What follows belongs to an exercise in optimizing a design on an open flow for small area, a short achievable clock period and few clock cycles per item; a production flow would make more cautious choices.
At most, simulation tests tie the RTL to the original design; equivalence was not proved.
Power and IR drop assume default switching activity.

==> flow/design.v (excerpt) <==
module mp_mul_sched #(
    parameter int WIDTH = rsa_pkg::DEF_WIDTH,
    parameter int LIMBS = rsa_pkg::DEF_LIMBS
) (
    input  logic                     clk,
    input  logic                     rst,
    input  logic                     start,
    input  logic [LIMBS*WIDTH-1:0]   op_a,
    input  logic [LIMBS*WIDTH-1:0]   op_b,
    output logic                     busy,
    output logic                     done,
    output logic [2*LIMBS*WIDTH-1:0] result,
    output logic [WIDTH-1:0]         mul_a,
    output logic [WIDTH-1:0]         mul_b,
    input  logic [WIDTH-1:0]         mul_lo,
    input  logic [WIDTH-1:0]         mul_hi
);
    localparam int OPW   = LIMBS * WIDTH;
    localparam int NPAIR = LIMBS * LIMBS;
    localparam int FIRST = 4;                  
    localparam int LAST  = NPAIR + FIRST - 1;  
    localparam int CW    = $clog2(LAST + 2);
    logic                     busy_q, done_q;
    logic [CW-1:0]            cnt_q;
    logic                     acc_q, sh_q, m_q, pm_q, z_q;
    logic [OPW-1:0]           ar_q;
    logic [OPW-1:0]           b_q;
    logic [(LIMBS-1)*WIDTH-1:0] fifo_q;
    logic [WIDTH-1:0]         cy_q;
    logic [WIDTH:0]           u_q;
    logic [WIDTH-1:0]         h_q;
    logic [WIDTH-1:0]         pop_n, ua, cz, push, hi, h1, h2, hs0, hs1;
    logic [WIDTH-2:0]         hc;
    logic [WIDTH:0]           u_n, lsum;
    function automatic logic [WIDTH:0] pp_add(input logic [WIDTH-1:0] a,
                                              input logic [WIDTH-1:0] b);
        logic [WIDTH-1:0] g, p, gn, pn;
        g = a & b;
        p = a ^ b;
        for (int d = 1; d < WIDTH; d = d * 2) begin
            gn = g;
            pn = p;
            for (int i = d; i < WIDTH; i++) begin
                gn[i] = g[i] | (p[i] & g[i-d]);
                pn[i] = p[i] & p[i-d];
            end
            g = gn;
            p = pn;
        end
        pp_add = {g[WIDTH-1], (a ^ b) ^ {g[WIDTH-2:0], 1'b0}};
    endfunction
    function automatic logic [WIDTH-1:0] pp_and(input logic [WIDTH-1:0] a);
        logic [WIDTH-1:0] c;
        c = a;
        for (int l = 0; (1 << l) < WIDTH; l++)
            for (int i = 0; i < WIDTH; i++)
                if ((i >> l) & 1) c[i] = c[i] & c[((i >> l) << l) - 1];
        pp_and = c;
    endfunction
    always_ff @(posedge clk) begin
  ...
Size: ~1,500 cells after synthesis, about 460 flip-flops, ~650 I/O pins, about 0.020 mm² of cells after synthesis.
==> flow/config.mk <==
export PLATFORM = sky130hd
export DESIGN_NAME = mp_mul_sched
export DESIGN_NICKNAME = mp_mul_sched
export VERILOG_FILES = /design/flow/design.v
export SDC_FILE = /design/flow/constraint.sdc
export NUM_CORES = 4
export LEC_CHECK = 0
export ABC_CLOCK_PERIOD_IN_PS = 2000
export CAP_MARGIN = 20
export CORE_MARGIN = 2
export CORE_UTILIZATION = 60
export PLACE_DENSITY = 0.75
export SETUP_SLACK_MARGIN = 3.75
export SLEW_MARGIN = 20
==> flow/constraint.sdc <==
create_clock -name core_clock -period 7.0 [get_ports {clk}]
set_input_delay 1.4000 -clock core_clock [delete_from_list [all_inputs] [get_ports {clk}]]
set_output_delay 1.4000 -clock core_clock [all_outputs]
set_load 0.01 [all_outputs]
standard.sh (not shown) runs the stock make flow with config.mk's settings and CLKGATE_MAP_FILE= SYNTH_SCRIPT=/design/flow/synth_recipe.tcl, a recipe that flattens the netlist after the stock synthesis.
==> flow/flow/run.sh <==
#!/bin/bash
# Standard layout, with every port buffered by the smallest buffer cell and a
# clock tree of fewer, larger sink clusters without dummy loads.
set -euo pipefail
bash standard.sh 'BUFFER_PORTS_ARGS=-buffer_cell sky130_fd_sc_hd__buf_1' \
  'CTS_ARGS=-sink_clustering_enable -repair_clock_nets -buf_list {sky130_fd_sc_hd__clkbuf_8} -sink_clustering_size 16 -sink_clustering_max_diameter 60 -dont_use_dummy_load' \
  finish > layout.log 2>&1
The starting point passed the timing, DRC and antenna checks.
Testbench counts at the start, summed over its fixed seeds: cycles 19,200, items 960.
Edit:
Settings changed: PLACE_DENSITY 0.75 to unset, SETUP_SLACK_MARGIN 3.75 to 4.1.
First-iteration DRC count came out higher by about 11%.
Routed wire length is higher by about 1.8%.
Global-route usage is lower by 0.22 points.
Worst setup slack gets better by 0.013 ns.
Count of clock-buffer cells in the layout stays the same.
Utilization rises by 3.0 points.
Power rose by about 2.2%.
Register-to-register slack stays flat.
Edit:
Settings changed: CORE_UTILIZATION 60 to 65.
What happened: The changed run stopped in 3_2_place_iop; synthesized cell count stays the same; synthesized area is unchanged.
Edit:
Settings changed: CORE_UTILIZATION 65 to 60, PLACE_DENSITY set to 0.75, SETUP_SLACK_MARGIN 4.1 to 3.9.
Result:
- The changed run finished clean
- synthesized cell count is unchanged
- area after synthesis is unchanged
Edit:
Settings changed: PLACE_DENSITY 0.75 to 0.85.
What happened: The changed run finished clean; power came out higher by 1.3%; cell area increases by 1.3%; synthesized cell count stays the same; worst setup slack gains 0.0033 ns; wire length rises by 5.6%.


Setup of v25:
Another version of the RTL of mp_mul_sched (not shown whole).
Size in the first run: about 1500 cells after synthesis, roughly 460 flip-flops, ~20000 um2 of cells after synthesis.
export LEC_CHECK = 0
export ABC_CLOCK_PERIOD_IN_PS = 2000
export CAP_MARGIN = 20
export CORE_MARGIN = 2
export CORE_UTILIZATION = 55
export SETUP_SLACK_MARGIN = 4.3
export SLEW_MARGIN = 20
create_clock -name core_clock -period 7.0 [get_ports {clk}]
==> flow/flow/run.sh <==
#!/bin/bash
# Standard layout, with every port buffered by the smallest buffer cell.
set -euo pipefail
bash standard.sh 'BUFFER_PORTS_ARGS=-buffer_cell sky130_fd_sc_hd__buf_1' finish > layout.log 2>&1
v25 went all the way through the flow, and no timing, DRC or antenna check failed.
## Diff of input files: v16 against v25
- CORE_UTILIZATION: 55 -> 60
- SETUP_SLACK_MARGIN: 4.3 -> 3.6
- CTS_BUF_LIST: unset -> sky130_fd_sc_hd__clkbuf_4 sky130_fd_sc_hd__clkbuf_8
==> comparison <==
- v16: all stages complete, timing, DRC and antenna checks passed
- Delta (v16 minus v25): clock sink total was more or less identical; fraction of the core area covered by cells at the end of the flow grew by 3.2 points; global-route track usage on met1 increased by 1.5 points relative to the old numbers; post-route worst setup slack went up.
No run of this note included a check of the RTL's function; only the layout flow was run.

## port drivers added, routing unchanged
How much do the figures lean on ideal ports? The routed layouts below were timed once more, with nothing changed but the port constraints.
Step 1: set_driving_cell puts a clkbuf_16 on clk and a buf_2 on each other input, an assumption about the parent block.
Step 2 times the ports against the registers' clock, not the clock port: input delays grow and output delays shrink by t, the midpoint of the rising clock arrivals with the driver on.
Slacks: ideal ports / drivers / drivers and shift; pairs: ideal ports / drivers.
| run | t, ns | setup WS [ns] | worst hold slack (ns) | slew at the worst register clock pin (ns) |
|---|---|---|---|---|
| the first run of note 1 | 0.602 | 3.776 / 3.783 / 3.191 | 0.452 / 0.452 / 0.452 | 0.10 / 0.10 |
| the second run of note 1 | 0.599 | 3.789 / 3.789 / 3.528 | 0.419 / 0.419 / 0.419 | 0.10 / 0.10 |
| the fourth run of note 1 | 0.604 | 3.817 / 3.817 / 3.342 | 0.450 / 0.450 / 0.450 | 0.10 / 0.10 |
| the fifth run of note 1 | 0.609 | 3.821 / 3.821 / 3.256 | 0.457 / 0.457 / 0.457 | 0.10 / 0.10 |
| v25 | 0.626 | 3.476 / 3.476 / 3.030 | 0.443 / 0.443 / 0.443 | 0.07 / 0.07 |
| v16 | 0.673 | 3.535 / 3.535 / 2.911 | 0.444 / 0.444 / 0.444 | 0.07 / 0.07 |
After both steps every run listed still meets setup and hold. The setup slack of v16, which loses most, moves by 0.000 ns with the drivers and by -0.624 ns with both steps.
